From an optimization exercise on the open Yosys and OpenROAD flow, aimed at small area; shortcuts taken in it are not production practice.
Where RTL was checked, it was by simulation tests only, not by an equivalence proof against the original.
For run 1, only the layout was checked, not whether the RTL still works.
Power figures rest on the tool's default switching activity, not on a simulated workload.

==> flow/design.v, too long to show whole: its modules and the start of the top module <==
// module fft_peak_detect: 849 lines
// module fpd_fa: 10 lines
// module fpd_ha: 9 lines
// module fpd_xn: 7 lines
// module fpd_or: 7 lines
// module fpd_xo: 7 lines
// module fpd_nr: 7 lines
module fft_peak_detect #(
    parameter int width   = 16,
    parameter int N_2     = 5,
    parameter int SKIP_DC = 1
) (
    input  logic                 clk,
    input  logic                 reset,
    input  logic                 in_valid,
    input  logic [2*width-1:0]   in_data,
    input  logic [2*width-1:0]   threshold,
    output logic                 busy,
    output logic                 result_valid,
    input  logic                 result_ack,
    output logic [N_2-1:0]       peak_idx,
    output logic [2*width-1:0]   peak_mag,
    output logic                 peak_found
);
  // ...
==> flow/flow/run.sh <==
#!/bin/bash
set -e
export BUFFER_PORTS_ARGS="-buffer_cell sky130_fd_sc_hd__buf_1"
export CTS_ARGS="-sink_clustering_enable -repair_clock_nets -dont_use_dummy_load -buf_list sky130_fd_sc_hd__clkbuf_8 -sink_clustering_size 20"
bash standard.sh > standard.log 2>&1
==> flow/standard.sh <==
#!/bin/bash
# synth_recipe.tcl (not shown) runs the flow's synth.tcl, then flattens the netlist and writes it again
# the make line also repeats each setting of config.mk as NAME=value (left out here)
make -C /OpenROAD-flow-scripts/flow DESIGN_CONFIG=/design/flow/config.mk WORK_HOME=/design/flow/orfs CLKGATE_MAP_FILE= SYNTH_SCRIPT=/design/flow/synth_recipe.tcl "${@:-finish}"
==> flow/config.mk <==
export PLATFORM = sky130hd
export DESIGN_NAME = fft_peak_detect
export DESIGN_NICKNAME = fft_peak_detect
export VERILOG_FILES = /design/flow/design.v
export SDC_FILE = /design/flow/constraint.sdc
export NUM_CORES = 4
export LEC_CHECK = 0
export CAP_MARGIN = 0
export CORE_MARGIN = 2
export CORE_UTILIZATION = 60
export GPL_TIMING_DRIVEN = 0
export SLEW_MARGIN = 0
export SYNTH_HIERARCHICAL = 1
==> flow/constraint.sdc <==
create_clock -name core_clock -period 8.0 [get_ports {clk}]
set_input_delay 1.6000 -clock core_clock [delete_from_list [all_inputs] [get_ports {clk}]]
set_output_delay 1.6000 -clock core_clock [all_outputs]
set_load 0.01 [all_outputs]
==> reports/qor.yml, run 1 <==
num-clock-buffers: 9
max_stage_delay_ns: 0.56
post_drt_wl_per_cell_um: 17.7
die_w_um: 132
hold_start: "r_mag[3]$_DFF_P_"
layout_commonest_cell: "nand2_1"
grt_pass1_vias: 7484
synth_area_mm2: 0.00982
final_cells: 1323
antenna_found_initial: 0
cts_inserted_buffers: 9
use_met3: 0.0550
hold_depth: 0
row_count: 46
yosys_warnings: 7
crit_chain: "buf_1 > clkbuf_1 > nand2_1 > fa_1 > fa_1 > fa_1 > fa_1 > fa_1 > fa_1 > xor2_1 > a21o_1 > a21oi_1 > nand4_1 > a2bb2oi_2 > nor3_1 > o31ai_1 > ha_1 > nor2_1 > xor2_1 > o21ai_0"
pin_count: 108
dr.pass1.iters: 5
met2_usage: 0.456
status: "no timing/DRC/antenna violations"
p_clk_uw: 214
fin_setup_tns_ns: 0
maxSlewViolCount: 0
finalClockSkew_ns: 0.0173
nMultiInputCombCells: 806
cap_violations: 0
multi_input_area_mm2: 0.00754
clkTransAtPathRegs_ns: 0.07
avgSynthCellArea_um2: 9.91
die_h_um: 132
initial_core_util: 0.616
vias_per_cell: 5.39
drt-total-wl_mm: 23.5
grt_first_pass_wirelength_mm: 38.6
place.port_buffers: 106
reg2regPathDepth: 7
postCtsResizedCells: 0
max_freq_mhz: 139
irDropWorstVdd_uv: 258
final-seq-area_mm2: 0.00188
powerDensity_mw_per_mm2: 402
ys_types: 58
==> run 2, diff against run 1 <==
--- a/flow/design.v
+++ b/flow/design.v
@@ -102,32 +102,30 @@
     logic s625, c626, s627, c628, s629, c630, s631, c632, s633, c634, s635, c636;
     logic s637, c638, s639, c640, s641, c642, s643, c644, s645, c646, s647, c648;
     logic s649, c650, s651, c652, s653, c654, s655, c656, s657, c658, s659, c660;
     logic s661, c662, s663, c664, s665, c666, s667, c668, s669, c670, s671, c672;
     logic s673, c674, s675, c676, s677, c678, s679, c680, s681, c682, s683, c684;
     logic s685, c686, s687, c688, s689, c690, s691, c692, s693, c694, s695, c696;
     logic s697, c698, s699, c700, s701, c702, s703, c704, s705, c706, s707, c708;
     logic s709, c710, s711, c712, s713, c714, s715, c716, s717, c718, s719, c720;
-    logic s721, c722, s723, c724, s725, c726, s727, c728, s729, c730, t731, g732;
-    logic t733, g734, t735, g736, t737, g738, t739, g740, t741, g742, t743, g744;
+    logic s721, c722, s723, c724, s725, c726, s727, c728, s729, c730, s731, c732;
+    logic s733, c734, s735, c736, s737, c738, s739, c740, s741, c742, t743, g744;
     logic t745, g746, t747, g748, t749, g750, t751, g752, t753, g754, t755, g756;
     logic t757, g758, t759, g760, t761, g762, t763, g764, t765, g766, t767, g768;
     logic t769, g770, t771, g772, t773, g774, t775, g776, t777, g778, t779, g780;
     logic t781, g782, t783, g784, t785, g786, c787, g788, g789, q790, g791, q792;
     logic g793, q794, g795, q796, g797, q798, g799, q800, g801, q802, g803, q804;
     logic g805, q806, g807, q808, g809, q810, g811, q812, g813, q814, g815, q816;
     logic g817, q818, g819, q820, g821, q822, g823, q824, g825, q826, g827, q828;
     logic g829, q830, g831, q832, g833, q834, g835, q836, g837, q838, g839, q840;
     logic g841, q842, g843, q844, g845, q846, g847, q848, g849, q850, g851, q852;
-    logic g853, q854, g855, q856, g857, q858, g859, q860, g861, q862, g863, q864;
-    logic g865, q866, g867, q868, g869, q870, g871, q872, g873, q874, g875, q876;
-    logic g877, q878, g879, q880, g881, q882, g883, q884, m885, m886, m887, m888;
-    logic m889, m890, m891, m892, m893, m894, m895, m896, m897, m898, m899, m900;
-    logic m901, m902, m903, m904, m905, m906, m907, m908, m909, m910, m911, m912;
+    logic g853, q854, g855, q856, g857, q858, g859, q860, m861, m862, m863, m864;
+    logic m865, m866, m867, m868, m869, m870, m871, m872, m873, m874, m875, m876;
+    logic m877, m878, m879, m880, m881, m882;
     assign p1 = ~(w_re[0] & w_re[1]);
     assign p2 = ~(w_re[0] & w_re[2]);
     assign p3 = ~(w_re[0] & w_re[3]);
     assign p4 = ~(w_re[0] & w_re[4]);
     assign p5 = ~(w_re[0] & w_re[5]);
     assign p6 = ~(w_re[0] & w_re[6]);
     assign p7 = ~(w_re[0] & w_re[7]);
     assign p8 = ~(w_re[0] & w_re[8]);
@@ -636,28 +634,22 @@
     fpd_fa u_s719 (.a(c660), .b(s661), .c(s609), .s(s719), .co(c720));
     fpd_fa u_s721 (.a(c662), .b(s663), .c(p270), .s(s721), .co(c722));
     fpd_fa u_s723 (.a(c664), .b(s665), .c(p272), .s(s723), .co(c724));
     fpd_xn u_s725 (.a(p106), .b(p242), .y(s725));
     fpd_or u_c726 (.a(p106), .b(p242), .y(c726));
     fpd_xn u_s727 (.a(s667), .b(p243), .y(s727));
     fpd_or u_c728 (.a(s667), .b(p243), .y(c728));
     fpd_fa u_s729 (.a(c668), .b(s669), .c(c728), .s(s729), .co(c730));
-    fpd_xo u_t731 (.a(c670), .b(s671), .y(t731));
-    fpd_nr u_g732 (.a(c670), .b(s671), .y(g732));
-    fpd_xo u_t733 (.a(c672), .b(s673), .y(t733));
-    fpd_nr u_g734 (.a(c672), .b(s673), .y(g734));
-    fpd_xo u_t735 (.a(c674), .b(s675), .y(t735));
-    fpd_nr u_g736 (.a(c674), .b(s675), .y(g736));
-    fpd_xo u_t737 (.a(c676), .b(s677), .y(t737));
-    fpd_nr u_g738 (.a(c676), .b(s677), .y(g738));
-    fpd_xo u_t739 (.a(c678), .b(s679), .y(t739));
-    fpd_nr u_g740 (.a(c678), .b(s679), .y(g740));
-    fpd_xo u_t741 (.a(c680), .b(s681), .y(t741));
-    fpd_nr u_g742 (.a(c680), .b(s681), .y(g742));
+    fpd_fa u_s731 (.a(c670), .b(s671), .c(c730), .s(s731), .co(c732));
+    fpd_fa u_s733 (.a(c672), .b(s673), .c(c732), .s(s733), .co(c734));
+    fpd_fa u_s735 (.a(c674), .b(s675), .c(c734), .s(s735), .co(c736));
+    fpd_fa u_s737 (.a(c676), .b(s677), .c(c736), .s(s737), .co(c738));
+    fpd_fa u_s739 (.a(c678), .b(s679), .c(c738), .s(s739), .co(c740));
+    fpd_fa u_s741 (.a(c680), .b(s681), .c(c740), .s(s741), .co(c742));
     fpd_xo u_t743 (.a(c682), .b(s683), .y(t743));
     fpd_nr u_g744 (.a(c682), .b(s683), .y(g744));
     fpd_xo u_t745 (.a(c684), .b(s685), .y(t745));
     fpd_nr u_g746 (.a(c684), .b(s685), .y(g746));
     fpd_xo u_t747 (.a(c686), .b(s687), .y(t747));
     fpd_nr u_g748 (.a(c686), .b(s687), .y(g748));
     fpd_xo u_t749 (.a(c688), .b(s689), .y(t749));
     fpd_nr u_g750 (.a(c688), .b(s689), .y(g750));
@@ -692,143 +684,113 @@
     fpd_xo u_t779 (.a(c718), .b(s719), .y(t779));
     fpd_nr u_g780 (.a(c718), .b(s719), .y(g780));
     fpd_xo u_t781 (.a(c720), .b(s721), .y(t781));
     fpd_nr u_g782 (.a(c720), .b(s721), .y(g782));
     fpd_xo u_t783 (.a(c722), .b(s723), .y(t783));
     fpd_nr u_g784 (.a(c722), .b(s723), .y(g784));
     fpd_xo u_t785 (.a(c724), .b(c666), .y(t785));
     fpd_nr u_g786 (.a(c724), .b(c666), .y(g786));
-    assign c787 = ~c730;
-    assign g788 = g732 | (t731 & c787);
-    assign g789 = g734 | (t733 & g788);
-    assign q790 = t733 & t731;
-    assign g791 = g738 | (t737 & g736);
-    assign q792 = t737 & t735;
-    assign g793 = g742 | (t741 & g740);
-    assign q794 = t741 & t739;
-    assign g795 = g746 | (t745 & g744);
-    assign q796 = t745 & t743;
-    assign g797 = g750 | (t749 & g748);
-    assign q798 = t749 & t747;
-    assign g799 = g754 | (t753 & g752);
-    assign q800 = t753 & t751;
-    assign g801 = g758 | (t757 & g756);
-    assign q802 = t757 & t755;
-    assign g803 = g762 | (t761 & g760);
-    assign q804 = t761 & t759;
-    assign g805 = g766 | (t765 & g764);
-    assign q806 = t765 & t763;
-    assign g807 = g770 | (t769 & g768);
-    assign q808 = t769 & t767;
-    assign g809 = g774 | (t773 & g772);
-    assign q810 = t773 & t771;
-    assign g811 = g778 | (t777 & g776);
-    assign q812 = t777 & t775;
-    assign g813 = g782 | (t781 & g780);
-    assign q814 = t781 & t779;
-    assign g815 = g786 | (t785 & g784);
-    assign q816 = t785 & t783;
-    assign g817 = g791 | (q792 & g789);
-    assign q818 = q792 & q790;
-    assign g819 = g795 | (q796 & g793);
-    assign q820 = q796 & q794;
-    assign g821 = g799 | (q800 & g797);
-    assign q822 = q800 & q798;
-    assign g823 = g803 | (q804 & g801);
-    assign q824 = q804 & q802;
-    assign g825 = g807 | (q808 & g805);
-    assign q826 = q808 & q806;
-    assign g827 = g811 | (q812 & g809);
-    assign q828 = q812 & q810;
-    assign g829 = g815 | (q816 & g813);
-    assign q830 = q816 & q814;
-    assign g831 = g819 | (q820 & g817);
-    assign q832 = q820 & q818;
-    assign g833 = g823 | (q824 & g821);
-    assign q834 = q824 & q822;
-    assign g835 = g827 | (q828 & g825);
-    assign q836 = q828 & q826;
-    assign g837 = g833 | (q834 & g831);
-    assign q838 = q834 & q832;
-    assign g839 = g835 | (q836 & g837);
-    assign q840 = q836 & q838;
-    assign g841 = g821 | (q822 & g831);
-    assign q842 = q822 & q832;
-    assign g843 = g825 | (q826 & g837);
-    assign q844 = q826 & q838;
-    assign g845 = g829 | (q830 & g839);
-    assign q846 = q830 & q840;
-    assign g847 = g793 | (q794 & g817);
-    assign q848 = q794 & q818;
-    assign g849 = g797 | (q798 & g831);
-    assign q850 = q798 & q832;
-    assign g851 = g801 | (q802 & g841);
-    assign q852 = q802 & q842;
-    assign g853 = g805 | (q806 & g837);
-    assign q854 = q806 & q838;
-    assign g855 = g809 | (q810 & g843);
-    assign q856 = q810 & q844;
-    assign g857 = g813 | (q814 & g839);
-    assign q858 = q814 & q840;
-    assign g859 = g736 | (t735 & g789);
-    assign q860 = t735 & q790;
-    assign g861 = g740 | (t739 & g817);
-    assign q862 = t739 & q818;
-    assign g863 = g744 | (t743 & g847);
-    assign q864 = t743 & q848;
-    assign g865 = g748 | (t747 & g831);
-    assign q866 = t747 & q832;
-    assign g867 = g752 | (t751 & g849);
-    assign q868 = t751 & q850;
-    assign g869 = g756 | (t755 & g841);
-    assign q870 = t755 & q842;
-    assign g871 = g760 | (t759 & g851);
-    assign q872 = t759 & q852;
-    assign g873 = g764 | (t763 & g837);
-    assign q874 = t763 & q838;
-    assign g875 = g768 | (t767 & g853);
-    assign q876 = t767 & q854;
-    assign g877 = g772 | (t771 & g843);
-    assign q878 = t771 & q844;
-    assign g879 = g776 | (t775 & g855);
-    assign q880 = t775 & q856;
-    assign g881 = g780 | (t779 & g839);
-    assign q882 = t779 & q840;
-    assign g883 = g784 | (t783 & g857);
-    assign q884 = t783 & q858;
-    assign m885 = t731 ^ c787;
-    assign m886 = t733 ^ g788;
-    assign m887 = t735 ^ g789;
-    assign m888 = t737 ^ g859;
-    assign m889 = t739 ^ g817;
-    assign m890 = t741 ^ g861;
-    assign m891 = t743 ^ g847;
-    assign m892 = t745 ^ g863;
-    assign m893 = t747 ^ g831;
-    assign m894 = t749 ^ g865;
-    assign m895 = t751 ^ g849;
-    assign m896 = t753 ^ g867;
-    assign m897 = t755 ^ g841;
-    assign m898 = t757 ^ g869;
-    assign m899 = t759 ^ g851;
-    assign m900 = t761 ^ g871;
-    assign m901 = t763 ^ g837;
-    assign m902 = t765 ^ g873;
-    assign m903 = t767 ^ g853;
-    assign m904 = t769 ^ g875;
-    assign m905 = t771 ^ g843;
-    assign m906 = t773 ^ g877;
-    assign m907 = t775 ^ g855;
-    assign m908 = t777 ^ g879;
-    assign m909 = t779 ^ g839;
-    assign m910 = t781 ^ g881;
-    assign m911 = t783 ^ g857;
-    assign m912 = t785 ^ g883;
-    assign w_mag = {m912, m911, m910, m909, m908, m907, m906, m905, m904, m903, m902, m901, m900, m899, m898, m897, m896, m895, m894, m893, m892, m891, m890, m889, m888, m887, m886, m885, ~s729, ~s727, ~c726, ~s725};
+    assign c787 = ~c742;
+    assign g788 = g744 | (t743 & c787);
+    assign g789 = g746 | (t745 & g788);
+    assign q790 = t745 & t743;
+    assign g791 = g750 | (t749 & g748);
+    assign q792 = t749 & t747;
+    assign g793 = g754 | (t753 & g752);
+    assign q794 = t753 & t751;
+    assign g795 = g758 | (t757 & g756);
+    assign q796 = t757 & t755;
+    assign g797 = g762 | (t761 & g760);
+    assign q798 = t761 & t759;
+    assign g799 = g766 | (t765 & g764);
+    assign q800 = t765 & t763;
+    assign g801 = g770 | (t769 & g768);
+    assign q802 = t769 & t767;
+    assign g803 = g774 | (t773 & g772);
+    assign q804 = t773 & t771;
+    assign g805 = g778 | (t777 & g776);
+    assign q806 = t777 & t775;
+    assign g807 = g782 | (t781 & g780);
+    assign q808 = t781 & t779;
+    assign g809 = g786 | (t785 & g784);
+    assign q810 = t785 & t783;
+    assign g811 = g791 | (q792 & g789);
+    assign q812 = q792 & q790;
+    assign g813 = g795 | (q796 & g793);
+    assign q814 = q796 & q794;
+    assign g815 = g799 | (q800 & g797);
+    assign q816 = q800 & q798;
+    assign g817 = g803 | (q804 & g801);
+    assign q818 = q804 & q802;
+    assign g819 = g807 | (q808 & g805);
+    assign q820 = q808 & q806;
+    assign g821 = g813 | (q814 & g811);
+    assign q822 = q814 & q812;
+    assign g823 = g817 | (q818 & g815);
+    assign q824 = q818 & q816;
+    assign g825 = g823 | (q824 & g821);
+    assign q826 = q824 & q822;
+    assign g827 = g815 | (q816 & g821);
+    assign q828 = q816 & q822;
+    assign g829 = g819 | (q820 & g825);
+    assign q830 = q820 & q826;
+    assign g831 = g793 | (q794 & g811);
+    assign q832 = q794 & q812;
+    assign g833 = g797 | (q798 & g821);
+    assign q834 = q798 & q822;
+    assign g835 = g801 | (q802 & g827);
+    assign q836 = q802 & q828;
+    assign g837 = g805 | (q806 & g825);
+    assign q838 = q806 & q826;
+    assign g839 = g809 | (q810 & g829);
+    assign q840 = q810 & q830;
+    assign g841 = g748 | (t747 & g789);
+    assign q842 = t747 & q790;
+    assign g843 = g752 | (t751 & g811);
+    assign q844 = t751 & q812;
+    assign g845 = g756 | (t755 & g831);
+    assign q846 = t755 & q832;
+    assign g847 = g760 | (t759 & g821);
+    assign q848 = t759 & q822;
+    assign g849 = g764 | (t763 & g833);
+    assign q850 = t763 & q834;
+    assign g851 = g768 | (t767 & g827);
+    assign q852 = t767 & q828;
+    assign g853 = g772 | (t771 & g835);
+    assign q854 = t771 & q836;
+    assign g855 = g776 | (t775 & g825);
+    assign q856 = t775 & q826;
+    assign g857 = g780 | (t779 & g837);
+    assign q858 = t779 & q838;
+    assign g859 = g784 | (t783 & g829);
+    assign q860 = t783 & q830;
+    assign m861 = t743 ^ c787;
+    assign m862 = t745 ^ g788;
+    assign m863 = t747 ^ g789;
+    assign m864 = t749 ^ g841;
+    assign m865 = t751 ^ g811;
+    assign m866 = t753 ^ g843;
+    assign m867 = t755 ^ g831;
+    assign m868 = t757 ^ g845;
+    assign m869 = t759 ^ g821;
+    assign m870 = t761 ^ g847;
+    assign m871 = t763 ^ g833;
+    assign m872 = t765 ^ g849;
+    assign m873 = t767 ^ g827;
+    assign m874 = t769 ^ g851;
+    assign m875 = t771 ^ g835;
+    assign m876 = t773 ^ g853;
+    assign m877 = t775 ^ g825;
+    assign m878 = t777 ^ g855;
+    assign m879 = t779 ^ g837;
+    assign m880 = t781 ^ g857;
+    assign m881 = t783 ^ g829;
+    assign m882 = t785 ^ g859;
+    assign w_mag = {m882, m881, m880, m879, m878, m877, m876, m875, m874, m873, m872, m871, m870, m869, m868, m867, m866, m865, m864, m863, m862, m861, ~s741, ~s739, ~s737, ~s735, ~s733, ~s731, ~s729, ~s727, ~c726, ~s725};
     assign w_sel = in_valid && (r_pos[5:4] == 2'd0) && (r_pos[3:0] != 4'd0);
     always_ff @(posedge clk) begin
         r_mag <= w_sel ? w_mag : threshold;
         r_vld <= reset && w_sel;
     end
     assign w_idx   = r_pos[3:0] - 4'd1;
     assign w_first = (r_pos[3:0] == 4'd2);
     assign w_gt[0] = !r_vld;
==> flow/flow/run.sh (replaced) <==
#!/bin/bash
set -e
export BUFFER_PORTS_ARGS="-buffer_cell sky130_fd_sc_hd__buf_1"
export CTS_ARGS="-sink_clustering_enable -repair_clock_nets -dont_use_dummy_load -buf_list sky130_fd_sc_hd__clkbuf_8 -sink_clustering_size 40 -sink_clustering_max_diameter 120"
bash standard.sh > standard.log 2>&1
==> run 2 against run 1 <==
Sequential share of layout area grew 0.20 points. Clock skew grew 0.0050 ns. Critical path depth grew 4. Clock power is essentially flat. Design area shrank 1.1%. Worst hold slack lost 0.0026 ns. Combinational power shrank 8.0%. Fmax shrank 6.1%. Via count shrank 0.70%.
==> reports/qor.yml, run 2 <==
synthTopCellsByArea: "fa_1 45%, edfxtp_1 11%, nand2_1 9.4%"
rsz0062_at_grt: "no"
synthFlopType: "dfxtp_1"
initial_core_util: 0.613  # -0.00327
synth-xor-area-share: 0.0461
tritoncts: "yes"
min_period_ns: 7.69
synth_compound_area_frac: 0.0625
ys_seq_elements: 76
crit_type: "input port to register"
cp.required_ns: 8.25
power_uw: 4000
worstPathArrival_ns: 7.94
max_slew_margin: 0.548
critPathMaxFanout: 10
final_cell_mix: "244 x nand2_1, 217 x fa_1, 108 x buf_1"
layout_commonest_cell: "nand2_1"
avgSynthCellArea_um2: 10.2  # +2.5%
power_leakage_uw: 0.00400
report.final.hold_viol_count: 0
whs_ns: 0.428
fin_area_mm2: 0.0105
root_buffer: "clkbuf_8"
core-area_mm2: 0.0158
clkTransAtPathRegs_ns: 0.08  # about the same
synth_mux_area_frac: 0.0150
grtUsageTotal: 0.280
drt-total-wl_mm: 23.4  # -0.37%
finalSetupViolCount: 0
cts_inserted_buffers: 9  # unchanged
critPathLaunchType: "input port"
die_h_um: 131  # -0.61%
synth_top_family_by_area: "adder cells"
yosysSeqAreaShare: 0.194
synthAdderAreaFrac: 0.480
dr.pass1.iters: 5  # unchanged
worstMarginPinSlew_ns: 0.678
post_drt_wl_per_cell_um: 18.2  # +2.4%
max_freq_mhz: 130  # -6.1%
async_flop_share: 0
irDropWorstVdd_uv: 225  # -13%
gp_congestion: 0.932
synth_top_area_share: 0.448
fin_setup_tns_ns: 0  # unchanged
synth_area_mm2: 0.00970  # -1.2%
diodes: 0
fill_cells: 1356
first_iter_violations: 525
synth_common_cells: "244 x nand2_1, 217 x fa_1, 73 x nor2_1"
maxSlewViolCount: 0  # unchanged
cts.sinks: 76
place_hpwl_mm: 20.2
ys_types: 59  # +1.7%
vias_per_cell: 5.50  # +2.1%
place.port_buffers: 106  # unchanged
post-synth-top-area-cell: "fa_1"
cap_violations: 0  # unchanged
cts_buffer_depth: 2
row_count: 46  # unchanged
die_w_um: 131  # -0.61%
cp-end-kind: "register"
drive_gt1_frac: 0.0373
fin_nets: 1376
status: "no timing/DRC/antenna violations"
vias: 7081
grt_pass1_vias: 7215  # -3.6%
place_area_mm2: 0.0104
pin_count: 108  # unchanged
clock_latency_ns: 0.35
dp.cells: 1278
grt_first_pass_wirelength_mm: 37.4  # -3.1%
synthToLayoutAreaGrowth_pct: 8.62
yosys_warnings: 7  # unchanged
top_regs: "r_mag x32, r_max_mag x32, r_pos x6"
synth_edf_count: 36
grt_overflow: 0
dieArea_mm2: 0.0172
final_cells: 1287  # -2.7%
route.detailed.drc: 0
syn_inst: 955
synth_simple_gate_area_frac: 0.158
htreeDepth: 3
antenna_found_initial: 0  # unchanged
grt_max_degree: 32
yosysMostFrequentCell: "nand2_1"
detail-route-antenna-nets: 0
finalClockSkew_ns: 0.0224  # +0.00505 ns
powerDensity_mw_per_mm2: 380  # -5.7%
period_share: 0.961
hold_path_class: "register to register"
run 2: cell type report:
class,instances,area (um^2),area share
Multi-Input combinational cell,767,7410,0.703
Inverter,71,267,0.0253
Sequential cell,76,1880,0.179
Tap cell,216,270,0.0257
Timing Repair Buffer,107,418,0.0397
Clock buffer,9,124,0.0118
Buffer,41,164,0.0156
run 2: metal layers:
| metal | track usage | vias to the layer above | part of all wire |
|---|---|---|---|
| met1 | 0.404 | 3543 | 0.45 |
| li1 | - | 3229 | - |
| met4 | 0.0694 | 0 | 0.020 |
| met2 | 0.454 | 280 | 0.47 |
| met3 | 0.0397 | 29 | 0.063 |
| met5 | 0 | - | 0 |
run 2: worst paths after layout:
check / startpoint / end / slack [ns] / cells after the start
max: in_data[17] / r_mag[30]$_DFF_P_ / 0.31 / 24
min: r_mag[14]$_DFF_P_ / r_max_mag[14]$_DFFE_PP_ / 0.43 / 0
max reg2reg: r_max_mag[2]$_DFFE_PP_ / r_max_mag[14]$_DFFE_PP_ / 5.39 / 8
min reg2reg: r_mag[14]$_DFF_P_ / r_max_mag[14]$_DFFE_PP_ / 0.43 / 0
run 2: stage by stage:
| step | utilization | setup slack, ns |
|---|---|---|
| 4_1_cts | 0.665 | 0.154 |
| 6_report | 0.665 | 0.313 |
| 3_3_place_gp | 0.655 | -0.152 |
| 2_1_floorplan | - | 0.709 |
| 5_1_grt | 0.665 | 0.00243 |
| 3_5_place_dp | 0.657 | -0.217 |
run 2: repair_timing:
item	in CTS	in global routing
setup endpoints to repair	0	2
setup buffers	0	0
gates resized for setup	0	8
hold buffers	0	0
run 2: cell families (layout without fill, tap and decap cells):
logic type / count (synthesis) / count (layout)
other: 1 / 1
adders and majority gates: 243 / 243
buffers and inverters: 112 / 228
AOI/OAI and AO/OA: 86 / 86
DFF: 76 / 76
xor gates and xnor gates: 51 / 51
and+or+nand+nor: 373 / 373
muxes: 13 / 13
run 2: modules after synthesis (local to each module, per instance), a selection:
module	area, um^2	flip-flops and latches
fpd_ha	12.5	0
fpd_xn	8.76	0
fpd_or	6.26	0
fpd_nr	3.75	0
fpd_xo	8.76	0
fpd_fa	20.0	0
run 2: power by group:
part	switching, uW	total (uW)	internal, uW
Sequential	63.4	587	523
Clock	116	216	100
Combinational	1740	3200	1460
run 2: critical path: stages:
cell      delay, ns
buf_1          0.30
clkbuf_2       0.32
nand2_1        0.11
fa_1           0.52
fa_1           0.59
fa_1           0.44
fa_1           0.49
fa_1           0.42
fa_1           0.39
fa_1           0.40
fa_1           0.39
inv_1          0.07
ha_1           0.13
or2_2          0.10
ha_1           0.15
o211a_1        0.17
o211ai_1       0.15
or3b_1         0.25
a31oi_2        0.12
a21oi_2        0.17
nand3_1        0.09
nand2_1        0.08
ha_1           0.22
mux2_2         0.26
==> run 3, diff against run 2 <==
==> flow/flow/run.sh (replaced) <==
#!/bin/bash
set -e
export REMOVE_ABC_BUFFERS=1
export BUFFER_PORTS_ARGS="-buffer_cell sky130_fd_sc_hd__buf_1"
export CTS_ARGS="-sink_clustering_enable -repair_clock_nets -dont_use_dummy_load -buf_list sky130_fd_sc_hd__clkbuf_8 -sink_clustering_size 20"
bash standard.sh > standard.log 2>&1
==> run 3 against run 2 <==
Core utilization decreased by 0.83 points. First-iteration DRC count decreased by 13%. Register-to-register slack improved by 0.04 ns. Global-route usage increased by 0.27 points. Total power increased by 1.5%. Critical path type unchanged. Critical endpoint unchanged. Largest power group unchanged.
==> reports/qor.yml, run 3 <==
cap_violations: 0  # unchanged
ctsHoldBuffers: 0  # unchanged
async_flop_share: 0  # unchanged
gp_congestion: 0.875  # -6.1%
first_iter_violations: 456  # -13%
grt_overflow: 0  # unchanged
route.detailed.drc: 0  # unchanged
yosysSeqAreaShare: 0.194  # unchanged
grt_max_degree: 42  # +31%
seq_power_share: 0.144  # -0.003
vias_per_cell: 5.57  # +1.2%
period_share: 0.934  # -0.0273
synthToLayoutAreaGrowth_pct: 7.27
switching_share: 0.484  # +0.00439
pwr-share-clk: 0.053  # about the same
avgSynthCellArea_um2: 10.2  # unchanged
core-area_mm2: 0.0158  # unchanged
reg2reg_setup_slack_ns: 5.43  # +0.04 ns
drt-total-wl_mm: 23.3  # -0.35%
critPathMaxFanout: 15  # +5
fin_nets: 1336  # -2.9%
htreeDepth: 3  # unchanged
place_hpwl_mm: 18.3  # -9.2%
yosysMostFrequentCell: "nand2_1"
syn_inst: 955  # unchanged
maxSlewViolCount: 0  # unchanged
crit_path_frequent_cell: "fa_1"
post_drt_wl_per_cell_um: 18.7  # +2.9%
cts_setup_buffers: 0  # unchanged
max_stage_delay_ns: 0.59  # about the same
cts.sinks: 76  # unchanged
hold_path_class: "register to register"
ys_types: 59  # unchanged
multi_input_area_mm2: 0.00741  # about the same
dr.pass1.iters: 5  # unchanged
irDropWorstVdd_uv: 206  # -8.7%
fin_area_mm2: 0.0104  # -1.2%
finalSetupViolCount: 0  # unchanged
powerDensity_mw_per_mm2: 390  # +2.7%
worst-path-buf-inv: 2  # -1
max_freq_mhz: 134  # +2.9%
cp-end-kind: "register"
fill_cells: 1331  # -1.8%
place.port_buffers: 106  # unchanged
rsz0062_at_grt: "no"
cp.required_ns: 8.24  # about the same
max_slew_margin: 0.347  # -0.201
root_buffer: "clkbuf_8"
diodes: 0  # unchanged
drive_gt1_frac: 0.0407  # +0.00339
antenna_found_initial: 0  # unchanged
tritoncts: "yes"
post-synth-top-area-cell: "fa_1"
cpLargestDelayFamily: "adder cells"
final-seq-area_mm2: 0.00188  # unchanged
cts_buffer_depth: 2  # unchanged
synth_area_mm2: 0.00970  # unchanged
synthFlopType: "dfxtp_1"
clock_latency_ns: 0.35  # about the same
power_leakage_uw: 0.00396  # -0.92%
synthTopCellsByArea: "fa_1 45%, edfxtp_1 11%, nand2_1 9.4%"
combPwrFrac: 0.803  # +0.004
grt_first_pass_wirelength_mm: 37.7  # +0.76%
p_sw_uw: 1960  # +2.4%
ys_seq_elements: 76  # unchanged
row_count: 46  # unchanged
pin_count: 108  # unchanged
die_h_um: 131  # unchanged
yosys_warnings: 7  # unchanged
clkTransAtPathRegs_ns: 0.07  # about the same
cts_inserted_buffers: 9  # unchanged
status: "no timing/DRC/antenna violations"
min_period_ns: 7.47  # -0.218 ns
report.final.hold_viol_count: 0  # unchanged
power.internal_uw: 2090  # +0.60%
initial_core_util: 0.613  # unchanged
synth_top_area_share: 0.448  # unchanged
worstMarginPinSlew_ns: 0.980  # +0.302 ns
dp.cells: 1238  # -3.1%
worstPathArrival_ns: 7.70  # -0.24 ns
place_area_mm2: 0.0103  # -1.3%
critPathLaunchType: "input port"
final_cells: 1247  # -3.1%
grtUsageTotal: 0.282  # +0.00265
synth_edf_count: 36  # unchanged
crit_chain: "clkbuf_2 > nand2_1 > fa_1 > fa_1 > fa_1 > fa_1 > fa_1 > fa_1 > fa_1 > fa_1 > inv_1 > ha_1 > or2_2 > ha_1 > o211a_1 > o211ai_1 > or3b_1 > a31oi_2 > a21oi_2 > nand3_1 > nand2_1 > ha_1 > mux2_2"
top_regs: "r_mag x32, r_max_mag x32, r_pos x6"
layout_commonest_cell: "nand2_1"
vias: 6945  # -1.9%
synth_common_cells: "244 x nand2_1, 217 x fa_1, 73 x nor2_1"
slowest_stage: "fa_1"
detail-route-antenna-nets: 0  # unchanged
die_w_um: 131  # unchanged
dieArea_mm2: 0.0172  # unchanged
final_cell_mix: "244 x nand2_1, 217 x fa_1, 100 x buf_1"
finalClockSkew_ns: 0.0195  # -0.00284 ns
crit_type: "input port to register"
grt_pass1_vias: 7312  # +1.3%
==> run 3: per-module statistics from Yosys, one instance, submodules excluded <==
module,cells inside,area (um^2),times used
fpd_fa,1,20.0,217
fft_peak_detect,660,4810,1
fpd_xn,1,8.76,17
fpd_nr,1,3.75,21
fpd_ha,1,12.5,1
fpd_or,1,6.26,17
fpd_xo,1,8.76,22
==> run 3: per-layer routing <==
| layer | wire (um) | vias to the layer above | track usage | share of wire |
|---|---|---|---|---|
| met5 | 0 | - | 0 | 0 |
| met4 | 641 | 0 | 0.0960 | 0.028 |
| met3 | 1620 | 34 | 0.0355 | 0.070 |
| met2 | 10900 | 303 | 0.451 | 0.47 |
| met1 | 10200 | 3458 | 0.407 | 0.44 |
| li1 | - | 3150 | - | - |
==> run 3: logic make-up (layout without fill, tap and decap cells) <==
| group | count (synthesis) | after routing | synth area share |
|---|---|---|---|
| AND/OR/NAND/NOR | 373 | 373 | 0.158 |
| multiplexers | 13 | 13 | 0.0150 |
| buffers and inverters | 112 | 188 | 0.0439 |
| adder cells (fa/ha/maj) | 243 | 243 | 0.480 |
| other | 1 | 1 | 0.000387 |
| AO/OA/AOI/OAI | 86 | 86 | 0.0625 |
| flip-flops | 76 | 76 | 0.194 |
| XOR/XNOR | 51 | 51 | 0.0461 |
==> run 3: cell type report <==
type	instances	area share
multi-input cells	767	0.713
well taps	216	0.0260
clock buffers	9	0.0119
repair buffers	108	0.0428
inverters	71	0.0256
flip-flops and latches	76	0.181
==> run 3: final timing paths <==
kind,from,to,cells past startpoint
max reg2reg,r_max_mag[28]$_DFFE_PP_,r_max_mag[5]$_DFFE_PP_,8
min,r_mag[16]$_DFF_P_,r_max_mag[16]$_DFFE_PP_,0
min reg2reg,r_mag[16]$_DFF_P_,r_max_mag[16]$_DFFE_PP_,0
max,in_data[21],r_mag[30]$_DFF_P_,23
==> run 3: per-stage QoR <==
step | setup WS, ns | util | power [uW] | TNS (ns) | hold WS [ns]
final | 0.531 | 0.657 | 4060 | 0 | 0.420
after CTS | 0.146 | 0.657 | 4090 | 0 | 0.418
after global placement | -0.148 | 0.645 | 3820 | -0.281 | 0.412
after detailed placement | -0.214 | 0.649 | 3850 | -0.472 | 0.416
after global routing | 0.165 | 0.657 | 4540 | 0 | 0.434
after floorplan | 1.02 | - | 3070 | 0 | 0.402
==> run 3: power by group through the flow <==
stage                     Combinational, uW  Sequential [uW]  Clock [uW]
after global routing                   3710              597         235
after floorplan                        2490              581           0
after detailed placement               3260              592           0
after CTS                              3290              583         221
after global placement                 3230              591           0
final                                  3260              584         214
==> run 3: timing repair <==
| item | CTS | global route |
|---|---|---|
| endpoints found under the hold margin | 0 | 0 |
| gates resized for setup | 0 | 11 |
| endpoints found under the setup margin | 0 | 5 |
==> run 4, diff against run 3 <==
--- a/flow/config.mk
+++ b/flow/config.mk
@@ -11,2 +11,3 @@
 export GPL_TIMING_DRIVEN = 0
+export PLACE_DENSITY = 0.8
 export SLEW_MARGIN = 0
==> run 4 against run 3 <==
Die area unchanged. Worst setup slack worse by 0.12 ns. Register-to-register slack lost 0.23 ns. Critical path type unchanged.
==> reports/qor.yml, run 4 <==
status: "no timing/DRC/antenna violations"
synth_common_cells: "244 x nand2_1, 217 x fa_1, 73 x nor2_1"
fin_ws_ns: 0.413  # -0.118 ns
min_period_ns: 7.59  # +0.118 ns
synth_edf_count: 36  # unchanged
max_freq_mhz: 132  # -1.6%
fin_setup_tns_ns: 0  # unchanged
regToRegEndpoint: "r_max_mag[30]$_DFFE_PP_"
critPathMaxFanout: 15  # unchanged
rsz0062_at_grt: "no"
finalClockSkew_ns: 0.0296  # +0.0100 ns
cpLargestDelayFamily: "adder cells"
tritoncts: "yes"
yosysMostFrequentCell: "nand2_1"
post-synth-top-area-cell: "fa_1"
synth-xor-area-share: 0.0461  # unchanged
grt_overflow: 0  # unchanged
route.detailed.drc: 0  # unchanged
synth_top_area_share: 0.448  # unchanged
reg2regPathDepth: 8  # unchanged
clock_latency_ns: 0.36  # about the same
row_count: 46  # unchanged
post_drt_wl_per_cell_um: 19.0  # +1.8%
drt-total-wl_mm: 23.7  # +1.8%
critPathLaunchType: "input port"
maxSlewViolCount: 0  # unchanged
grt_first_pass_wirelength_mm: 38.0  # +0.92%
crit_path_start: "in_data[17]"
synth_mux_area_frac: 0.0150  # unchanged
synthTopCellsByArea: "fa_1 45%, edfxtp_1 11%, nand2_1 9.4%"
cts_inserted_buffers: 9  # unchanged
synth_compound_area_frac: 0.0625  # unchanged
core-area_mm2: 0.0158  # unchanged
vias_per_cell: 5.77  # +3.7%
dieArea_mm2: 0.0172  # unchanged
first_iter_violations: 523  # +15%
diodes: 0  # unchanged
synthAdderAreaFrac: 0.480  # unchanged
grtUsageTotal: 0.284  # +0.00148
crit_type: "input port to register"
syn_inst: 955  # unchanged
cap_violations: 0  # unchanged
gp_congestion: 0.903  # +3.1%
slowest_stage: "fa_1"
yosys_warnings: 7  # unchanged
place.port_buffers: 106  # unchanged
power_leakage_uw: 0.00396  # about the same
clkTransAtPathRegs_ns: 0.07  # about the same
synth_top_family_by_area: "adder cells"
hold_end: "r_max_mag[0]$_DFFE_PP_"
period_share: 0.948  # +0.0147
report.final.hold_viol_count: 0  # unchanged
final_cell_mix: "244 x nand2_1, 217 x fa_1, 100 x buf_1"
max_slew_margin: 0.335  # -0.0122
synthFlopType: "dfxtp_1"
synthToLayoutAreaGrowth_pct: 7.34  # about the same
drive_gt1_frac: 0.0407  # unchanged
final_util: 0.658  # about the same
yosysSeqAreaShare: 0.194  # unchanged
worstMarginPinSlew_ns: 0.998  # +0.0182 ns
crit_path_frequent_cell: "fa_1"
initial_core_util: 0.613  # unchanged
cp-end-kind: "register"
layout_commonest_cell: "nand2_1"
cts_buffer_depth: 2  # unchanged
synth_simple_gate_area_frac: 0.158  # unchanged
top_regs: "r_mag x32, r_max_mag x32, r_pos x6"
antenna_found_initial: 0  # unchanged
fin_nets: 1336  # unchanged
hold_start: "r_mag[0]$_DFF_P_"
hold_path_class: "register to register"
detail-route-antenna-nets: 0  # unchanged
finalSetupViolCount: 0  # unchanged
cp.required_ns: 8.25  # about the same
timing.rr.start: "r_max_mag[2]$_DFFE_PP_"
vias: 7200  # +3.7%
max_stage_delay_ns: 0.58  # about the same
htreeDepth: 3  # unchanged
grt_pass1_vias: 7561  # +3.4%
async_flop_share: 0  # unchanged
worstPathArrival_ns: 7.83  # +0.13 ns
dr.pass1.iters: 6  # +1
grt_max_degree: 53  # +26%
place_hpwl_mm: 18.5  # +1.2%
hold_depth: 0  # unchanged
place_ws_ns: -0.301  # -0.0873 ns
irDropWorstVdd_uv: 272  # +32%
synth_area_mm2: 0.00970  # unchanged
die_w_um: 131  # unchanged
die_h_um: 131  # unchanged
cts_setup_buffers: 0  # unchanged
cts.sinks: 76  # unchanged
powerDensity_mw_per_mm2: 392  # +0.41%
ys_types: 59  # unchanged
ys_seq_elements: 76  # unchanged
worst-path-buf-inv: 2  # unchanged
pin_count: 108  # unchanged
reg2reg_setup_slack_ns: 5.20  # -0.23 ns
root_buffer: "clkbuf_8"
avgSynthCellArea_um2: 10.2  # unchanged
==> run 4: cells by family (layout without fill, tap and decap cells) <==
group,Yosys count,after routing
buf+inv,112,188
simple gates,373,373
mux,13,13
flops,76,76
xor+xnor,51,51
compound gates,86,86
fa+ha+maj,243,243
other cells,1,1
==> run 4: modules after synthesis, one instance, submodules excluded <==
module / flops+latches / copies in the design
fft_peak_detect: 76 / 1
fpd_fa: 0 / 217
fpd_ha: 0 / 1
fpd_xn: 0 / 17
fpd_xo: 0 / 22
fpd_or: 0 / 17
fpd_nr: 0 / 21
==> run 4: what timing repair did <==
action                                  4_1_cts  5_1_grt
hold buffers                                  0        0
resized for setup                             0        8
endpoints found under the setup margin        0        3
==> run 4: how the worst max path moves through the flow <==
stage / to / depth (start not counted)
floorplan: r_mag[30]$_DFF_P_ / 22
global placement: r_mag[31]$_DFF_P_ / 26
detailed placement: r_mag[31]$_DFF_P_ / 25
CTS: r_mag[31]$_DFF_P_ / 25
global route: r_mag[31]$_DFF_P_ / 25
finish: r_mag[31]$_DFF_P_ / 25
==> run 4: worst register-to-register path, delay by kind of cell (launching register included) <==
| family | cells | cell delay (ns) |
|---|---|---|
| AOI/OAI and AO/OA | 5 | 1.36 |
| DFF | 1 | 0.41 |
| adders and majority gates | 1 | 0.31 |
| buffers and inverters | 1 | 0.24 |
| and+or+nand+nor | 1 | 0.16 |
==> run 4: through the flow <==
step                total power [uW]  cell area, um^2  hold slack (ns)  instances
floorplan                       3070             9540            0.402        914
global placement                3720            10200            0.408       1236
detailed placement              3830            10300            0.409       1238
CTS                             4080            10400            0.426       1247
global route                    4530            10400            0.436       1247
finish                          4080            10400            0.425       1247
==> run 4: cell type report <==
class                           count  area [um^2]
Tap cell                          216          270
Inverter                           71          267
Timing Repair Buffer              108          453
Multi-Input combinational cell    767         7410
Fill cell                        1270         5420
Clock buffer                        9          124
Sequential cell                    76         1880
==> run 4: power by group <==
| group | internal (uW) | switching (uW) | leakage (uW) |
|---|---|---|---|
| sequential | 523 | 60.3 | 0.000662 |
| clock | 100 | 115 | 0.0000647 |
| combinational | 1460 | 1810 | 0.00324 |
==> run 4: metal layers <==
metal	GRT usage	wire, um	part of all wire
met1	0.368	9060	0.38
met2	0.487	11800	0.50
met3	0.0498	2110	0.089
met4	0.0990	720	0.030
met5	0	0	0
==> run 5, diff against run 4 <==
--- a/flow/config.mk
+++ b/flow/config.mk
@@ -9,3 +9,3 @@
 export CORE_MARGIN = 2
-export CORE_UTILIZATION = 60
+export CORE_UTILIZATION = 75
 export GPL_TIMING_DRIVEN = 0
==> run 5 against run 4 <==
Still clean on timing, DRC and antenna. Total power increased by 0.14%. Worst setup slack improved by 0.0055 ns. Clock skew decreased by 0.012 ns. Count of clock-buffer cells in the layout unchanged. Core utilization increased by 16 points. Sequential cell count unchanged. Worst hold slack got worse by 0.0028 ns. Via count decreased by 0.64%. Design area decreased by 0.79%. Sequential share of layout area increased by 0.14 points. Largest cell class unchanged. Highest routed layer unchanged.
==> reports/qor.yml, run 5 <==
status: "no timing/DRC/antenna violations"
grt_overflow: 0  # unchanged
row_count: 41  # -11%
crit_type: "input port to register"
cts_setup_buffers: 0  # unchanged
final_util: 0.818  # +0.161
final_cell_mix: "244 x nand2_1, 217 x fa_1, 100 x buf_1"
dr.pass1.iters: 5  # -1
grtUsageTotal: 0.348  # +0.0638
clock_latency_ns: 0.34  # -0.02 ns
yosysSeqAreaShare: 0.194  # unchanged
place_ws_ns: -0.137  # +0.164 ns
max_slew_margin: 0.347  # +0.0123
cp.required_ns: 8.18  # -0.07 ns
drive_gt1_frac: 0.0398  # -0.000931
die_h_um: 118  # -10%
vias_per_cell: 5.95  # +3.1%
tritoncts: "yes"
synthTopCellsByArea: "fa_1 45%, edfxtp_1 11%, nand2_1 9.4%"
maxSlewViolCount: 0  # unchanged
avgSynthCellArea_um2: 10.2  # unchanged
hold_path_class: "register to register"
cp-end-kind: "register"
ys_seq_elements: 76  # unchanged
fin_nets: 1335  # -0.075%
dieArea_mm2: 0.0139  # -19%
place_hpwl_mm: 17.9  # -3.3%
irDropWorstVdd_uv: 294  # +8.2%
dp.cells: 1193  # -3.6%
cts.sinks: 76  # unchanged
ctsHoldBuffers: 0  # unchanged
finalSetupViolCount: 0  # unchanged
finalClockSkew_ns: 0.0171  # -0.0125 ns
rsz0062_at_grt: "no"
min_period_ns: 7.58  # -0.00546 ns
report.final.hold_viol_count: 0  # unchanged
syn_inst: 955  # unchanged
max_freq_mhz: 132  # about the same
grt_first_pass_wirelength_mm: 37.6  # -1.3%
gp_congestion: 0.916  # +1.5%
synth_edf_count: 36  # unchanged
async_flop_share: 0  # unchanged
postCtsResizedCells: 0  # unchanged
grt_max_degree: 54  # +1.9%
detailroute.wirelength.met2_mm: 10.9  # -8.0%
synth_common_cells: "244 x nand2_1, 217 x fa_1, 73 x nor2_1"
worstMarginPinSlew_ns: 0.979  # -0.0185 ns
top_regs: "r_mag x32, r_max_mag x32, r_pos x6"
pin_count: 108  # unchanged
final_cells: 1202  # -3.6%
place_area_mm2: 0.0102  # -0.80%
yosysMostFrequentCell: "nand2_1"
final-seq-area_mm2: 0.00188  # unchanged
period_share: 0.948  # about the same
root_buffer: "clkbuf_8"
post_drt_wl_per_cell_um: 18.8  # -1.1%
critPathMaxFanout: 15  # unchanged
synthToLayoutAreaGrowth_pct: 6.49
ys_types: 59  # unchanged
antenna_found_initial: 0  # unchanged
yosys_warnings: 7  # unchanged
place.port_buffers: 106  # unchanged
grt_pass1_vias: 7660  # +1.3%
multi_input_area_mm2: 0.00741  # unchanged
worstPathArrival_ns: 7.76  # -0.07 ns
cts_buffer_depth: 2  # unchanged
synth_top_area_share: 0.448  # unchanged
die_w_um: 118  # -10%
synth_area_mm2: 0.00970  # unchanged
powerDensity_mw_per_mm2: 395  # +0.95%
diodes: 0  # unchanged
layout_commonest_cell: "nand2_1"
met1_length_mm: 8.86  # -2.2%
fill_cells: 818  # -36%
fin_ws_ns: 0.419  # +0.00546 ns
fin_area_mm2: 0.0103  # -0.79%
top_layer: "met4"
cap_violations: 0  # unchanged
route.detailed.drc: 0  # unchanged
clkTransAtPathRegs_ns: 0.06  # about the same
htreeDepth: 3  # unchanged
initial_core_util: 0.768  # +0.156
wl_met3_mm: 2.09  # -0.76%
critPathLaunchType: "input port"
cts_inserted_buffers: 9  # unchanged
whs_ns: 0.422  # -0.00278 ns
core-area_mm2: 0.0126  # -20%
vias: 7154  # -0.64%
synthFlopType: "dfxtp_1"
first_iter_violations: 628  # +20%
power_leakage_uw: 0.00395  # -0.34%
detail-route-antenna-nets: 0  # unchanged
drt-total-wl_mm: 22.6  # -4.7%
post-synth-top-area-cell: "fa_1"
-- run 5: cell type report --
type,count,share of cell area
Sequential cell,76,0.182
Clock buffer,9,0.0120
Multi-Input combinational cell,767,0.718
Inverter,71,0.0258
Timing Repair Buffer,107,0.0412
Tap cell,172,0.0208
-- run 5: modules after synthesis (local to each module, per instance) --
module,times used,cell area [um^2]
fft_peak_detect,1,4810
fpd_or,17,6.26
fpd_ha,1,12.5
fpd_xn,17,8.76
fpd_nr,21,3.75
fpd_xo,22,8.76
fpd_fa,217,20.0
-- run 5: path summary, 6_finish.rpt --
kind                          start                 endpoint  slack (ns)  cells after the start
min               r_mag[14]$_DFF_P_  r_max_mag[14]$_DFFE_PP_        0.42                      0
max reg2reg  r_max_mag[2]$_DFFE_PP_  r_max_mag[13]$_DFFE_PP_        5.46                      8
max                     in_data[22]        r_mag[31]$_DFF_P_        0.42                     24
min reg2reg       r_mag[14]$_DFF_P_  r_max_mag[14]$_DFFE_PP_        0.42                      0
-- run 5: logic make-up (layout without fill, tap and decap cells) --
family | after synthesis | count (layout) | share of synthesized area
compound gates | 86 | 86 | 0.0625
xor+xnor | 51 | 51 | 0.0461
fa+ha+maj | 243 | 243 | 0.480
buf+inv | 112 | 187 | 0.0439
flops | 76 | 76 | 0.194
mux | 13 | 13 | 0.0150
other cells | 1 | 1 | 0.000387
simple gates | 373 | 373 | 0.158
-- run 5: critical path, stage by stage --
cell and delay, ns:
buf_1 0.62, nand2_1 0.21, xnor2_1 0.27, fa_1 0.46, fa_1 0.54, fa_1 0.44, fa_1 0.55, fa_1 0.19
fa_1 0.16, inv_1 0.04, ha_1 0.17, or2_2 0.27, ha_1 0.20, o211a_1 0.27, o211ai_1 0.25, or3b_1 0.44
a31oi_2 0.22, a21oi_2 0.09, nand3_1 0.08, nand2_1 0.06, ha_1 0.19, nor2_1 0.15, xor2_1 0.20, o21ai_0 0.10
-- run 5: metal layers --
layer	vias up	GRT usage
met3	58	0.0528
li1	3150	-
met5	-	0
met1	3494	0.475
met2	452	0.573
met4	0	0.132
-- run 5: stage by stage --
step	TNS (ns)	power, uW
after detailed placement	-0.285	3860
final	0	4080
after global routing	0	4590
after CTS	0	4090
after global placement	-0.223	3730
after floorplan	0	3070
-- run 5: power by group --
group          switching [uW]  internal, uW  total (uW)
combinational            1810          1470        3290
clock                     109           100         209
sequential               63.7           523         587
total                    1980          2100        4080
==> run 6, diff against run 5 <==
--- a/flow/flow/run.sh
+++ b/flow/flow/run.sh
@@ -2,3 +2,2 @@
 set -e
-export REMOVE_ABC_BUFFERS=1
 export BUFFER_PORTS_ARGS="-buffer_cell sky130_fd_sc_hd__buf_1"
--- a/flow/config.mk
+++ b/flow/config.mk
@@ -9,5 +9,4 @@
 export CORE_MARGIN = 2
-export CORE_UTILIZATION = 75
+export CORE_UTILIZATION = 60
 export GPL_TIMING_DRIVEN = 0
-export PLACE_DENSITY = 0.8
 export SLEW_MARGIN = 0
==> run 6 against run 5 <==
Global-route usage fell by 6.8 points. Worst setup slack got worse by 0.11 ns. Clock power rose by 3%. Synthesized cell count did not move. Sequential share of layout area fell by 0.36 points. Via count fell by 1.0%. Core utilization fell by 15 points. First-iteration DRC count fell by 16%. Worst hold slack improved by 0.0062 ns. Critical endpoint is now r_mag[30]$_DFF_P_.
==> reports/qor.yml, run 6 <==
cts_buffer_depth: 2  # unchanged
die_w_um: 131  # +11%
post_drt_wl_per_cell_um: 18.2  # -3.4%
status: "no timing/DRC/antenna violations"
report.final.hold_viol_count: 0  # unchanged
critPathLaunchType: "input port"
async_flop_share: 0  # unchanged
critPathMaxFanout: 10  # -5
grtUsageTotal: 0.280  # -0.0679
place_hpwl_mm: 20.2  # +13%
synth_edf_count: 36  # unchanged
dieArea_mm2: 0.0172  # +24%
post-synth-top-area-cell: "fa_1"
grt_overflow: 0  # unchanged
rsz0062_at_grt: "no"
reg2regPathDepth: 8  # unchanged
cp-end-kind: "register"
powerDensity_mw_per_mm2: 380  # -4.0%
clock_latency_ns: 0.35  # about the same
worstPathArrival_ns: 7.94  # +0.18 ns
syn_inst: 955  # unchanged
detail-route-antenna-nets: 0  # unchanged
synthTopCellsByArea: "fa_1 45%, edfxtp_1 11%, nand2_1 9.4%"
vias: 7081  # -1.0%
cap_violations: 0  # unchanged
drt-total-wl_mm: 23.4  # +3.4%
final_cell_mix: "244 x nand2_1, 217 x fa_1, 108 x buf_1"
core-area_mm2: 0.0158  # +25%
max_slew_margin: 0.548  # +0.201
antenna_found_initial: 0  # unchanged
fin_nets: 1376  # +3.1%
place.port_buffers: 106  # unchanged
max_freq_mhz: 130  # -1.4%
grt_max_degree: 32  # -41%
power_uw: 4000  # -2.0%
ys_seq_elements: 76  # unchanged
yosysSeqAreaShare: 0.194  # unchanged
row_count: 46  # +12%
drive_gt1_frac: 0.0373  # -0.00246
crit_type: "input port to register"
worstMarginPinSlew_ns: 0.678  # -0.301 ns
ys_types: 59  # unchanged
yosysMostFrequentCell: "nand2_1"
htreeDepth: 3  # unchanged
cp.required_ns: 8.25  # +0.07 ns
combPwrFrac: 0.799  # -0.006
vias_per_cell: 5.50  # -7.6%
ctsHoldBuffers: 0  # unchanged
initial_core_util: 0.613  # -0.156
layout_commonest_cell: "nand2_1"
yosys_warnings: 7  # unchanged
clkTransAtPathRegs_ns: 0.08  # +0.02 ns
synthFlopType: "dfxtp_1"
finalSetupViolCount: 0  # unchanged
diodes: 0  # unchanged
seq_power_share: 0.147  # +0.003
synth_area_mm2: 0.00970  # unchanged
cts.sinks: 76  # unchanged
dr.pass1.iters: 5  # unchanged
die_h_um: 131  # +11%
power.internal_uw: 2080  # -0.81%
min_period_ns: 7.69  # +0.106 ns
cts_inserted_buffers: 9  # unchanged
irDropWorstVdd_uv: 225  # -23%
fin_ws_ns: 0.313  # -0.106 ns
switching_share: 0.480  # -0.00649
pwr-share-clk: 0.054  # +0.003
maxSlewViolCount: 0  # unchanged
gp_congestion: 0.932  # +1.7%
grt_pass1_vias: 7215  # -5.8%
fin_setup_tns_ns: 0  # unchanged
hold_path_class: "register to register"
hold_depth: 0  # unchanged
top_regs: "r_mag x32, r_max_mag x32, r_pos x6"
root_buffer: "clkbuf_8"
power_leakage_uw: 0.00400  # +1.2%
first_iter_violations: 525  # -16%
avgSynthCellArea_um2: 10.2  # unchanged
route.detailed.drc: 0  # unchanged
period_share: 0.961  # +0.0133
place_ws_ns: -0.217  # -0.0805 ns
grt_first_pass_wirelength_mm: 37.4  # -0.40%
finalClockSkew_ns: 0.0224  # +0.00531 ns
synth_common_cells: "244 x nand2_1, 217 x fa_1, 73 x nor2_1"
tritoncts: "yes"
synthToLayoutAreaGrowth_pct: 8.62
pin_count: 108  # unchanged
p_sw_uw: 1920  # -3.4%
synth_top_area_share: 0.448  # unchanged
-- run 6: cell count changes in the layout (fill, tap and decap cells not counted), sizes merged --
cell | previous run | this run
buf | 101 | 111
clkbuf | 15 | 46
-- run 6: timing repair --
| item | in CTS | in global routing |
|---|---|---|
| setup buffers | 0 | 0 |
| setup endpoints to repair | 0 | 2 |
| gates resized for setup | 0 | 8 |
-- run 6: stage by stage --
stage	std cells	cell area (um^2)	hold WS, ns	utilization
finish	1287	10500	0.428	0.665
CTS	1287	10500	0.429	0.665
global route	1287	10500	0.438	0.665
detailed placement	1278	10400	0.416	0.657
floorplan	955	9700	0.402	-
global placement	1277	10400	0.411	0.655
-- run 6: critical path: stages --
cell and delay, ns:
buf_1 0.30, clkbuf_2 0.32, nand2_1 0.11, fa_1 0.52, fa_1 0.59, fa_1 0.44
fa_1 0.49, fa_1 0.42, fa_1 0.39, fa_1 0.40, fa_1 0.39, inv_1 0.07
ha_1 0.13, or2_2 0.10, ha_1 0.15, o211a_1 0.17, o211ai_1 0.15, or3b_1 0.25
a31oi_2 0.12, a21oi_2 0.17, nand3_1 0.09, nand2_1 0.08, ha_1 0.22, mux2_2 0.26
-- run 6: final timing paths --
check | startpoint | to | slack [ns]
min reg2reg | r_mag[14]$_DFF_P_ | r_max_mag[14]$_DFFE_PP_ | 0.43
min | r_mag[14]$_DFF_P_ | r_max_mag[14]$_DFFE_PP_ | 0.43
max reg2reg | r_max_mag[2]$_DFFE_PP_ | r_max_mag[14]$_DFFE_PP_ | 5.39
max | in_data[17] | r_mag[30]$_DFF_P_ | 0.31
-- run 6: cell type report --
cell class / count / area [um^2]
Timing Repair Buffer: 107 / 418
Fill cell: 1356 / 5300
Inverter: 71 / 267
Tap cell: 216 / 270
Multi-Input combinational cell: 767 / 7410
Clock buffer: 9 / 124
Buffer: 41 / 164
Sequential cell: 76 / 1880
-- run 6: kinds of logic after synthesis --
kind of cell / Yosys count / share of synthesized area
compound gates: 86 / 0.0625
xor+xnor: 51 / 0.0461
fa+ha+maj: 243 / 0.480
buf+inv: 112 / 0.0439
flops: 76 / 0.194
mux: 13 / 0.0150
other cells: 1 / 0.000387
simple gates: 373 / 0.158
-- run 6: routing by layer --
layer | up-vias | GRT usage | share of wire
met5 | - | 0 | 0
met4 | 0 | 0.0694 | 0.020
met3 | 29 | 0.0397 | 0.063
met2 | 280 | 0.454 | 0.47
met1 | 3543 | 0.404 | 0.45
li1 | 3229 | - | -
-- run 6: Yosys stat by module, one instance, submodules excluded --
| module | area [um^2] | cells inside |
|---|---|---|
| fpd_nr | 3.75 | 1 |
| fft_peak_detect | 4810 | 660 |
| fpd_xn | 8.76 | 1 |
| fpd_fa | 20.0 | 1 |
| fpd_ha | 12.5 | 1 |
| fpd_xo | 8.76 | 1 |
| fpd_or | 6.26 | 1 |
-- run 6: power by group through the flow --
stage | clock (uW) | combinational, uW | sequential, uW
finish | 216 | 3200 | 587
global route | 239 | 3680 | 596
CTS | 222 | 3230 | 585
detailed placement | 0 | 3200 | 592
global placement | 0 | 3130 | 588
floorplan | 0 | 2510 | 581

[what the ideal ports hide]
The results above use ideal ports. As a check the final layouts listed here were re-extracted and re-timed, cells and wires unchanged.
Step 1: set_driving_cell puts a clkbuf_16 on clk and a buf_2 on each other input, an assumption about the parent block.
Step 2 moves the port delays by t, midway between the first and last clock arrival at a register: inputs arrive t later, outputs are due t later. That takes back most of the time a late clock gives input paths.
a / b / c = ideal ports / drivers / drivers and shift; a / b = the first two.
run | t (ns) | setup WS [ns] | worst setup path at the end
run 1 | 0.369 | 0.780 / 0.788 / 0.419 | input to register
run 2 | 0.375 | 0.313 / 0.323 / -0.052 | input to register
run 3 | 0.373 | 0.531 / 0.545 / 0.172 | input to register
run 4 | 0.376 | 0.413 / 0.419 / 0.044 | input to register
run 5 | 0.360 | 0.419 / 0.425 / 0.065 | input to register
run 6 | 0.375 | 0.313 / 0.323 / -0.052 | input to register
With both steps, setup timing fails in run 2 and run 6, where it was met with ideal ports. For run 4, which loses most, drivers alone change the setup slack by +0.006 ns; drivers and shift together by -0.369 ns.
